Background: an optimization exercise with open tools, aiming at small area and a short achievable clock period. Do not read the settings as production practice. Only simulation tests tie the RTL to the original design; equivalence was not proved. Power and IR drop assume default switching activity.

==> flow/design.v (excerpt) <==
module sync_fifo #(
    parameter int WIDTH     = sync_fifo_pkg::DEF_WIDTH,
    parameter int DEPTH     = sync_fifo_pkg::DEF_DEPTH,
    parameter int AFULL_TH  = DEPTH - 4,
    parameter int AEMPTY_TH = 4
) (
    input  logic                       clk,
    input  logic                       m_rst,
    input  logic                       w_valid,
    input  logic [WIDTH-1:0]           w_data,
    output logic                       w_ready,
    input  logic                       r_valid,
    output logic [WIDTH-1:0]           r_data,
    output logic                       r_data_valid,
    output logic                       full,
    output logic                       empty,
    output logic                       almost_full,
    output logic                       almost_empty,
    output logic [sync_fifo_pkg::clog2(DEPTH):0]      level,
    output logic                       overflow,
    output logic                       underflow
);
    localparam int AW = sync_fifo_pkg::clog2(DEPTH);
    localparam int LO = 1 << (AW / 2);
    localparam int HI = DEPTH / LO;
    logic [LO-1:0] wr_lo_q;
    logic [HI-1:0] wr_hi_q;
    logic [HI-1:0] wr_hi_ok_q;
    logic [HI-1:0] wr_hi_d;
    logic          full_d;
    logic [DEPTH-1:0] rd_sel_q;
    logic [AW:0]   level_q;
    logic          full_q;
    logic          nempty_q;
    logic          afull_q;
  ...
For scale: about 2200 flip-flops, ~83 I/O pins, ~79000 um^2 of cells after synthesis.
==> flow/config.mk <==
export PLATFORM = sky130hd
export DESIGN_NAME = sync_fifo
export DESIGN_NICKNAME = sync_fifo
export VERILOG_FILES = /design/flow/design.v
export SDC_FILE = /design/flow/constraint.sdc
export NUM_CORES = 4
export LEC_CHECK = 0
export CAP_MARGIN = 20
export CORE_MARGIN = 2
export CORE_UTILIZATION = 55
export SETUP_SLACK_MARGIN = 2.5
export SLEW_MARGIN = 20
export SYNTH_HIERARCHICAL = 1
export SYNTH_MINIMUM_KEEP_SIZE = 0
export TNS_END_PERCENT = 10
==> flow/constraint.sdc <==
create_clock -name core_clock -period 4.5 [get_ports {clk}]
set_input_delay 0.9000 -clock core_clock [delete_from_list [all_inputs] [get_ports {clk}]]
set_output_delay 0.9000 -clock core_clock [all_outputs]
set_load 0.01 [all_outputs]
standard.sh (not shown) runs the stock make flow with config.mk's settings and CLKGATE_MAP_FILE= SYNTH_SCRIPT=/design/flow/synth_recipe.tcl, a recipe that flattens the netlist after the stock synthesis.
==> flow/flow/run.sh <==
#!/bin/bash
# Standard layout (the standard.sh) with two changes:
#  - flow/move.tcl runs before detailed placement: each port buffer is resized
#    to a stronger buffer, each register that drives an output port (with any
#    inverter between them) is moved next to that port's output buffer, and
#    every NAND4 gate is upsized to the 2x drive;
#    detailed placement then legalises them as usual.
#  - clock tree synthesis clusters up to 25 sinks within 100 um per leaf buffer
#    and inserts no dummy loads.
set -euo pipefail
W=$(pwd)
bash standard.sh \
  PRE_DETAIL_PLACE_TCL="$W/flow/move.tcl" \
  "CTS_ARGS=-sink_clustering_enable -repair_clock_nets -sink_clustering_size 25 -sink_clustering_max_diameter 100 -dont_use_dummy_load" \
  finish > "$W/standard_flow.log" 2>&1
==> flow/flow/move.tcl <==
# Runs inside ORFS detail_place.tcl (PRE_DETAIL_PLACE_TCL hook), design loaded.
# 1. Resize every port buffer (input and output) to a stronger buffer.
# 2. Move each flip-flop that drives an output port (directly or through
#    buffers/inverters) and the cells between them onto the output buffer's
#    location; detailed placement then legalises them.
# 3. Upsize NAND4 gates (see below).
proc driver_inst {net} {
  foreach it [$net getITerms] {
    if {[$it isOutputSignal]} { return [$it getInst] }
  }
  return ""
}
proc input_net {inst} {
  foreach it [$inst getITerms] {
    if {[$it isInputSignal] && [$it getNet] ne "NULL"} { return [$it getNet] }
  }
  return ""
}
set db [ord::get_db]
set block [ord::get_db_block]
set in_buf [$db findMaster sky130_fd_sc_hd__buf_8]
set out_buf [$db findMaster sky130_fd_sc_hd__buf_6]
set moved 0
set sized 0
foreach bterm [$block getBTerms] {
  set net [$bterm getNet]
  if {$net eq "NULL"} { continue }
  if {[$net getSigType] eq "CLOCK"} { continue }
  if {[$bterm getIoType] eq "INPUT"} {
    set loads {}
    foreach it [$net getITerms] { lappend loads [$it getInst] }
    if {[llength $loads] == 1} {
      set b [lindex $loads 0]
      if {[string match "*__buf_*" [[$b getMaster] getName]] || [string match "*dlybuf*" [[$b getMaster] getName]] || [string match "*dlygate*" [[$b getMaster] getName]]} {
        $b swapMaster $in_buf
        incr sized
      }
    }
    continue
  }
  if {[$bterm getIoType] ne "OUTPUT"} { continue }
  set obuf [driver_inst $net]
  if {$obuf eq ""} { continue }
  set oname [[$obuf getMaster] getName]
  if {[string match "*__buf_*" $oname] || [string match "*dlybuf*" $oname] || [string match "*dlygate*" $oname]} {
    $obuf swapMaster $out_buf
    incr sized
  }
  lassign [$obuf getLocation] x y
  set inst $obuf
  set chain {}
  for {set k 0} {$k < 4} {incr k} {
    set n [input_net $inst]
    if {$n eq ""} { break }
    set d [driver_inst $n]
    if {$d eq ""} { break }
    set mname [[$d getMaster] getName]
    if {[string match "*__df*" $mname]} {
      foreach c $chain { $c setLocation $x $y }
      $d setLocation $x $y
      incr moved
      puts "move: [$d getName] ($mname) -> $x $y for [$bterm getName] via [llength $chain] cells"
      break
    }
    if {![string match "*buf*" $mname] && ![string match "*inv*" $mname]} { break }
    lappend chain $d
    set inst $d
  }
}
puts "move: resized $sized port buffers, moved $moved output flip-flops"

# 3. The read port's NAND4 gates drive the longest wires of the read path
#    (from each group of words to the bit's final OR): use the 2x drive size.
set n4 [$db findMaster sky130_fd_sc_hd__nand4_2]
set up 0
foreach inst [$block getInsts] {
  if {[[$inst getMaster] getName] eq "sky130_fd_sc_hd__nand4_1"} {
    $inst swapMaster $n4
    incr up
  }
}
puts "move: upsized $up NAND4 gates"
Change:
--- a/flow/flow/run.sh
+++ b/flow/flow/run.sh
@@ -2,7 +2,6 @@
 # Standard layout (the standard.sh) with two changes:
 #  - flow/move.tcl runs before detailed placement: each port buffer is resized
-#    to a stronger buffer, each register that drives an output port (with any
-#    inverter between them) is moved next to that port's output buffer, and
-#    every NAND4 gate is upsized to the 2x drive;
+#    to a stronger buffer, and each register that drives an output port (with
+#    any inverter between them) is moved next to that port's output buffer;
 #    detailed placement then legalises them as usual.
 #  - clock tree synthesis clusters up to 25 sinks within 100 um per leaf buffer
--- a/flow/flow/move.tcl
+++ b/flow/flow/move.tcl
@@ -4,5 +4,4 @@
 #    buffers/inverters) and the cells between them onto the output buffer's
 #    location; detailed placement then legalises them.
-# 3. Upsize NAND4 gates (see below).
 proc driver_inst {net} {
   foreach it [$net getITerms] {
@@ -69,14 +68,2 @@
 }
 puts "move: resized $sized port buffers, moved $moved output flip-flops"
-
-# 3. The read port's NAND4 gates drive the longest wires of the read path
-#    (from each group of words to the bit's final OR): use the 2x drive size.
-set n4 [$db findMaster sky130_fd_sc_hd__nand4_2]
-set up 0
-foreach inst [$block getInsts] {
-  if {[[$inst getMaster] getName] eq "sky130_fd_sc_hd__nand4_1"} {
-    $inst swapMaster $n4
-    incr up
-  }
-}
-puts "move: upsized $up NAND4 gates"
=>
- The changed run finished clean
- area after synthesis does not change
- final cell count grows slightly
- non-clock buffer count grows by 22
- wire length grows slightly
- final area shrinks slightly
- global-route usage grows by 0.10 points
- utilization shrinks by 1.1 points
- register-to-register slack gets worse by 99 ps
- via count grows slightly
Change:
--- a/flow/flow/run.sh
+++ b/flow/flow/run.sh
@@ -2,6 +2,7 @@
 # Standard layout (the standard.sh) with two changes:
 #  - flow/move.tcl runs before detailed placement: each port buffer is resized
-#    to a stronger buffer, and each register that drives an output port (with
-#    any inverter between them) is moved next to that port's output buffer;
+#    to a stronger buffer, each register that drives an output port (with any
+#    inverter between them) is moved next to that port's output buffer, and
+#    every NAND4 gate that drives a long net is upsized;
 #    detailed placement then legalises them as usual.
 #  - clock tree synthesis clusters up to 25 sinks within 100 um per leaf buffer
--- a/flow/flow/move.tcl
+++ b/flow/flow/move.tcl
@@ -4,4 +4,5 @@
 #    buffers/inverters) and the cells between them onto the output buffer's
 #    location; detailed placement then legalises them.
+# 3. Upsize NAND4 gates that drive long nets (see below).
 proc driver_inst {net} {
   foreach it [$net getITerms] {
@@ -68,2 +69,36 @@
 }
 puts "move: resized $sized port buffers, moved $moved output flip-flops"
+
+# 3. The read port's NAND4 gates drive the longest wires of the read path
+#    (from each group of words to the bit's final OR): size each NAND4 by the
+#    span of the net it drives in the global placement (half-perimeter of the
+#    pins' bounding box): 2x drive above 40 um, 4x drive above 120 um.
+set n4_2 [$db findMaster sky130_fd_sc_hd__nand4_2]
+set n4_4 [$db findMaster sky130_fd_sc_hd__nand4_4]
+set up2 0
+set up4 0
+foreach inst [$block getInsts] {
+  if {[[$inst getMaster] getName] ne "sky130_fd_sc_hd__nand4_1"} { continue }
+  set onet ""
+  foreach it [$inst getITerms] { if {[$it isOutputSignal]} { set onet [$it getNet] } }
+  if {$onet eq "" || $onet eq "NULL"} { continue }
+  lassign [$inst getLocation] x0 y0
+  set x1 $x0
+  set y1 $y0
+  foreach it [$onet getITerms] {
+    lassign [[$it getInst] getLocation] x y
+    if {$x < $x0} { set x0 $x }
+    if {$x > $x1} { set x1 $x }
+    if {$y < $y0} { set y0 $y }
+    if {$y > $y1} { set y1 $y }
+  }
+  set hpwl [expr {($x1 - $x0 + $y1 - $y0) / double([$block getDbUnitsPerMicron])}]
+  if {$hpwl > 120} {
+    $inst swapMaster $n4_4
+    incr up4
+  } elseif {$hpwl > 40} {
+    $inst swapMaster $n4_2
+    incr up2
+  }
+}
+puts "move: upsized NAND4 gates: $up2 to 2x, $up4 to 4x"
--- a/flow/config.mk
+++ b/flow/config.mk
@@ -8,5 +8,5 @@
 export CAP_MARGIN = 20
 export CORE_MARGIN = 2
-export CORE_UTILIZATION = 55
+export CORE_UTILIZATION = 60
 export SETUP_SLACK_MARGIN = 2.5
 export SLEW_MARGIN = 20
What happened:
- non-clock buffer count decreases by 85
- setup slack gets worse by 64 ps
- power fell slightly
- cell area drops slightly
- routed wire length went down by a few percent
- final cell count is lower by a few percent
Change:
--- a/flow/flow/run.sh
+++ b/flow/flow/run.sh
@@ -2,7 +2,7 @@
 # Standard layout (the standard.sh) with two changes:
 #  - flow/move.tcl runs before detailed placement: each port buffer is resized
-#    to a stronger buffer, each register that drives an output port (with any
-#    inverter between them) is moved next to that port's output buffer, and
-#    every NAND4 gate that drives a long net is upsized;
+#    (and every NAND4 gate is upsized to the 2x drive),
+#    to a stronger buffer, and each register that drives an output port (with
+#    any inverter between them) is moved next to that port's output buffer;
 #    detailed placement then legalises them as usual.
 #  - clock tree synthesis clusters up to 25 sinks within 100 um per leaf buffer
--- a/flow/flow/move.tcl
+++ b/flow/flow/move.tcl
@@ -4,5 +4,4 @@
 #    buffers/inverters) and the cells between them onto the output buffer's
 #    location; detailed placement then legalises them.
-# 3. Upsize NAND4 gates that drive long nets (see below).
 proc driver_inst {net} {
   foreach it [$net getITerms] {
@@ -71,34 +70,12 @@
 
 # 3. The read port's NAND4 gates drive the longest wires of the read path
-#    (from each group of words to the bit's final OR): size each NAND4 by the
-#    span of the net it drives in the global placement (half-perimeter of the
-#    pins' bounding box): 2x drive above 40 um, 4x drive above 120 um.
-set n4_2 [$db findMaster sky130_fd_sc_hd__nand4_2]
-set n4_4 [$db findMaster sky130_fd_sc_hd__nand4_4]
-set up2 0
-set up4 0
+#    (from each group of words to the bit's final OR): use the 2x drive size.
+set n4 [$db findMaster sky130_fd_sc_hd__nand4_2]
+set up 0
 foreach inst [$block getInsts] {
-  if {[[$inst getMaster] getName] ne "sky130_fd_sc_hd__nand4_1"} { continue }
-  set onet ""
-  foreach it [$inst getITerms] { if {[$it isOutputSignal]} { set onet [$it getNet] } }
-  if {$onet eq "" || $onet eq "NULL"} { continue }
-  lassign [$inst getLocation] x0 y0
-  set x1 $x0
-  set y1 $y0
-  foreach it [$onet getITerms] {
-    lassign [[$it getInst] getLocation] x y
-    if {$x < $x0} { set x0 $x }
-    if {$x > $x1} { set x1 $x }
-    if {$y < $y0} { set y0 $y }
-    if {$y > $y1} { set y1 $y }
-  }
-  set hpwl [expr {($x1 - $x0 + $y1 - $y0) / double([$block getDbUnitsPerMicron])}]
-  if {$hpwl > 120} {
-    $inst swapMaster $n4_4
-    incr up4
-  } elseif {$hpwl > 40} {
-    $inst swapMaster $n4_2
-    incr up2
+  if {[[$inst getMaster] getName] eq "sky130_fd_sc_hd__nand4_1"} {
+    $inst swapMaster $n4
+    incr up
   }
 }
-puts "move: upsized NAND4 gates: $up2 to 2x, $up4 to 4x"
+puts "move: upsized $up NAND4 gates"
--- a/flow/config.mk
+++ b/flow/config.mk
@@ -8,5 +8,5 @@
 export CAP_MARGIN = 20
 export CORE_MARGIN = 2
-export CORE_UTILIZATION = 60
+export CORE_UTILIZATION = 55
 export SETUP_SLACK_MARGIN = 2.5
 export SLEW_MARGIN = 20
Final cell count rises by a few percent.
Wire length went up by a few percent.
Fmax grows by a few percent.
Clock-buffer cell count is unchanged.
Clock skew is about the same.
Power increases slightly.
Global-route usage goes down by 2.1 points.
Change:
--- a/flow/flow/run.sh
+++ b/flow/flow/run.sh
@@ -2,7 +2,7 @@
 # Standard layout (the standard.sh) with two changes:
 #  - flow/move.tcl runs before detailed placement: each port buffer is resized
-#    (and every NAND4 gate is upsized to the 2x drive),
-#    to a stronger buffer, and each register that drives an output port (with
-#    any inverter between them) is moved next to that port's output buffer;
+#    to a stronger buffer, each register that drives an output port (with any
+#    inverter between them) is moved next to that port's output buffer, and
+#    every NAND4 gate that drives a long net is upsized;
 #    detailed placement then legalises them as usual.
 #  - clock tree synthesis clusters up to 25 sinks within 100 um per leaf buffer
--- a/flow/flow/move.tcl
+++ b/flow/flow/move.tcl
@@ -4,4 +4,5 @@
 #    buffers/inverters) and the cells between them onto the output buffer's
 #    location; detailed placement then legalises them.
+# 3. Upsize NAND4 gates that drive long nets (see below).
 proc driver_inst {net} {
   foreach it [$net getITerms] {
@@ -70,12 +71,34 @@
 
 # 3. The read port's NAND4 gates drive the longest wires of the read path
-#    (from each group of words to the bit's final OR): use the 2x drive size.
-set n4 [$db findMaster sky130_fd_sc_hd__nand4_2]
-set up 0
+#    (from each group of words to the bit's final OR): size each NAND4 by the
+#    span of the net it drives in the global placement (half-perimeter of the
+#    pins' bounding box): 2x drive above 40 um, 4x drive above 120 um.
+set n4_2 [$db findMaster sky130_fd_sc_hd__nand4_2]
+set n4_4 [$db findMaster sky130_fd_sc_hd__nand4_4]
+set up2 0
+set up4 0
 foreach inst [$block getInsts] {
-  if {[[$inst getMaster] getName] eq "sky130_fd_sc_hd__nand4_1"} {
-    $inst swapMaster $n4
-    incr up
+  if {[[$inst getMaster] getName] ne "sky130_fd_sc_hd__nand4_1"} { continue }
+  set onet ""
+  foreach it [$inst getITerms] { if {[$it isOutputSignal]} { set onet [$it getNet] } }
+  if {$onet eq "" || $onet eq "NULL"} { continue }
+  lassign [$inst getLocation] x0 y0
+  set x1 $x0
+  set y1 $y0
+  foreach it [$onet getITerms] {
+    lassign [[$it getInst] getLocation] x y
+    if {$x < $x0} { set x0 $x }
+    if {$x > $x1} { set x1 $x }
+    if {$y < $y0} { set y0 $y }
+    if {$y > $y1} { set y1 $y }
+  }
+  set hpwl [expr {($x1 - $x0 + $y1 - $y0) / double([$block getDbUnitsPerMicron])}]
+  if {$hpwl > 120} {
+    $inst swapMaster $n4_4
+    incr up4
+  } elseif {$hpwl > 40} {
+    $inst swapMaster $n4_2
+    incr up2
   }
 }
-puts "move: upsized $up NAND4 gates"
+puts "move: upsized NAND4 gates: $up2 to 2x, $up4 to 4x"
=> Area after synthesis is unchanged. Clock skew is about the same. Wire length barely changes. Cell area went down by 0.72%.
Change:
--- a/flow/flow/run.sh
+++ b/flow/flow/run.sh
@@ -4,5 +4,5 @@
 #    to a stronger buffer, each register that drives an output port (with any
 #    inverter between them) is moved next to that port's output buffer, and
-#    every NAND4 gate that drives a long net is upsized;
+#    every NAND4 gate is upsized to the 2x drive;
 #    detailed placement then legalises them as usual.
 #  - clock tree synthesis clusters up to 25 sinks within 100 um per leaf buffer
--- a/flow/flow/move.tcl
+++ b/flow/flow/move.tcl
@@ -4,5 +4,5 @@
 #    buffers/inverters) and the cells between them onto the output buffer's
 #    location; detailed placement then legalises them.
-# 3. Upsize NAND4 gates that drive long nets (see below).
+# 3. Upsize NAND4 gates (see below).
 proc driver_inst {net} {
   foreach it [$net getITerms] {
@@ -71,34 +71,12 @@
 
 # 3. The read port's NAND4 gates drive the longest wires of the read path
-#    (from each group of words to the bit's final OR): size each NAND4 by the
-#    span of the net it drives in the global placement (half-perimeter of the
-#    pins' bounding box): 2x drive above 40 um, 4x drive above 120 um.
-set n4_2 [$db findMaster sky130_fd_sc_hd__nand4_2]
-set n4_4 [$db findMaster sky130_fd_sc_hd__nand4_4]
-set up2 0
-set up4 0
+#    (from each group of words to the bit's final OR): use the 2x drive size.
+set n4 [$db findMaster sky130_fd_sc_hd__nand4_2]
+set up 0
 foreach inst [$block getInsts] {
-  if {[[$inst getMaster] getName] ne "sky130_fd_sc_hd__nand4_1"} { continue }
-  set onet ""
-  foreach it [$inst getITerms] { if {[$it isOutputSignal]} { set onet [$it getNet] } }
-  if {$onet eq "" || $onet eq "NULL"} { continue }
-  lassign [$inst getLocation] x0 y0
-  set x1 $x0
-  set y1 $y0
-  foreach it [$onet getITerms] {
-    lassign [[$it getInst] getLocation] x y
-    if {$x < $x0} { set x0 $x }
-    if {$x > $x1} { set x1 $x }
-    if {$y < $y0} { set y0 $y }
-    if {$y > $y1} { set y1 $y }
-  }
-  set hpwl [expr {($x1 - $x0 + $y1 - $y0) / double([$block getDbUnitsPerMicron])}]
-  if {$hpwl > 120} {
-    $inst swapMaster $n4_4
-    incr up4
-  } elseif {$hpwl > 40} {
-    $inst swapMaster $n4_2
-    incr up2
+  if {[[$inst getMaster] getName] eq "sky130_fd_sc_hd__nand4_1"} {
+    $inst swapMaster $n4
+    incr up
   }
 }
-puts "move: upsized NAND4 gates: $up2 to 2x, $up4 to 4x"
+puts "move: upsized $up NAND4 gates"
--- a/flow/config.mk
+++ b/flow/config.mk
@@ -9,5 +9,5 @@
 export CORE_MARGIN = 2
 export CORE_UTILIZATION = 55
-export SETUP_SLACK_MARGIN = 2.5
+export SETUP_SLACK_MARGIN = 2.8
 export SLEW_MARGIN = 20
 export SYNTH_HIERARCHICAL = 1
The changed run completed with no timing, DRC or antenna violations.
Design area came out higher by 2.1%.
Worst hold slack got worse by 25 ps.
Synthesized cell count is unchanged.
Wire length goes up by 0.87%.
First-iteration DRC count drops by 5.2%.

re-timing with driven ports:
In the flow no input, the clock included, has a driving cell. The finished layouts below were timed again as built, in two steps.
Step 1: set_driving_cell puts a clkbuf_16 on clk and a buf_2 on each other input, an assumption about the parent block.
Step 2 moves the port delays by t, midway between the first and last clock arrival at a register: inputs arrive t later, outputs are due t later. That takes back most of the time a late clock gives input paths.
Slacks: ideal / step 1 / step 2; pairs: ideal / step 1.
| run | shift t [ns] | setup WS [ns] | cell pins on the clock port's net |
|---|---|---|---|
| the first run | 0.808 | 2.250 / 2.164 / 1.774 | 1 |
| the second run | 0.815 | 2.191 / 2.164 / 1.678 | 1 |
| the third run | 0.795 | 2.127 / 2.073 / 1.673 | 1 |
| the fourth run | 0.808 | 2.250 / 2.164 / 1.774 | 1 |
| the fifth run | 0.814 | 2.250 / 2.162 / 1.674 | 1 |
| the sixth run | 0.810 | 2.198 / 2.119 / 1.657 | 1 |
After both steps every run listed still meets setup and hold. For the fifth run, which loses most, drivers alone change the setup slack by -0.088 ns; drivers and shift together by -0.576 ns.
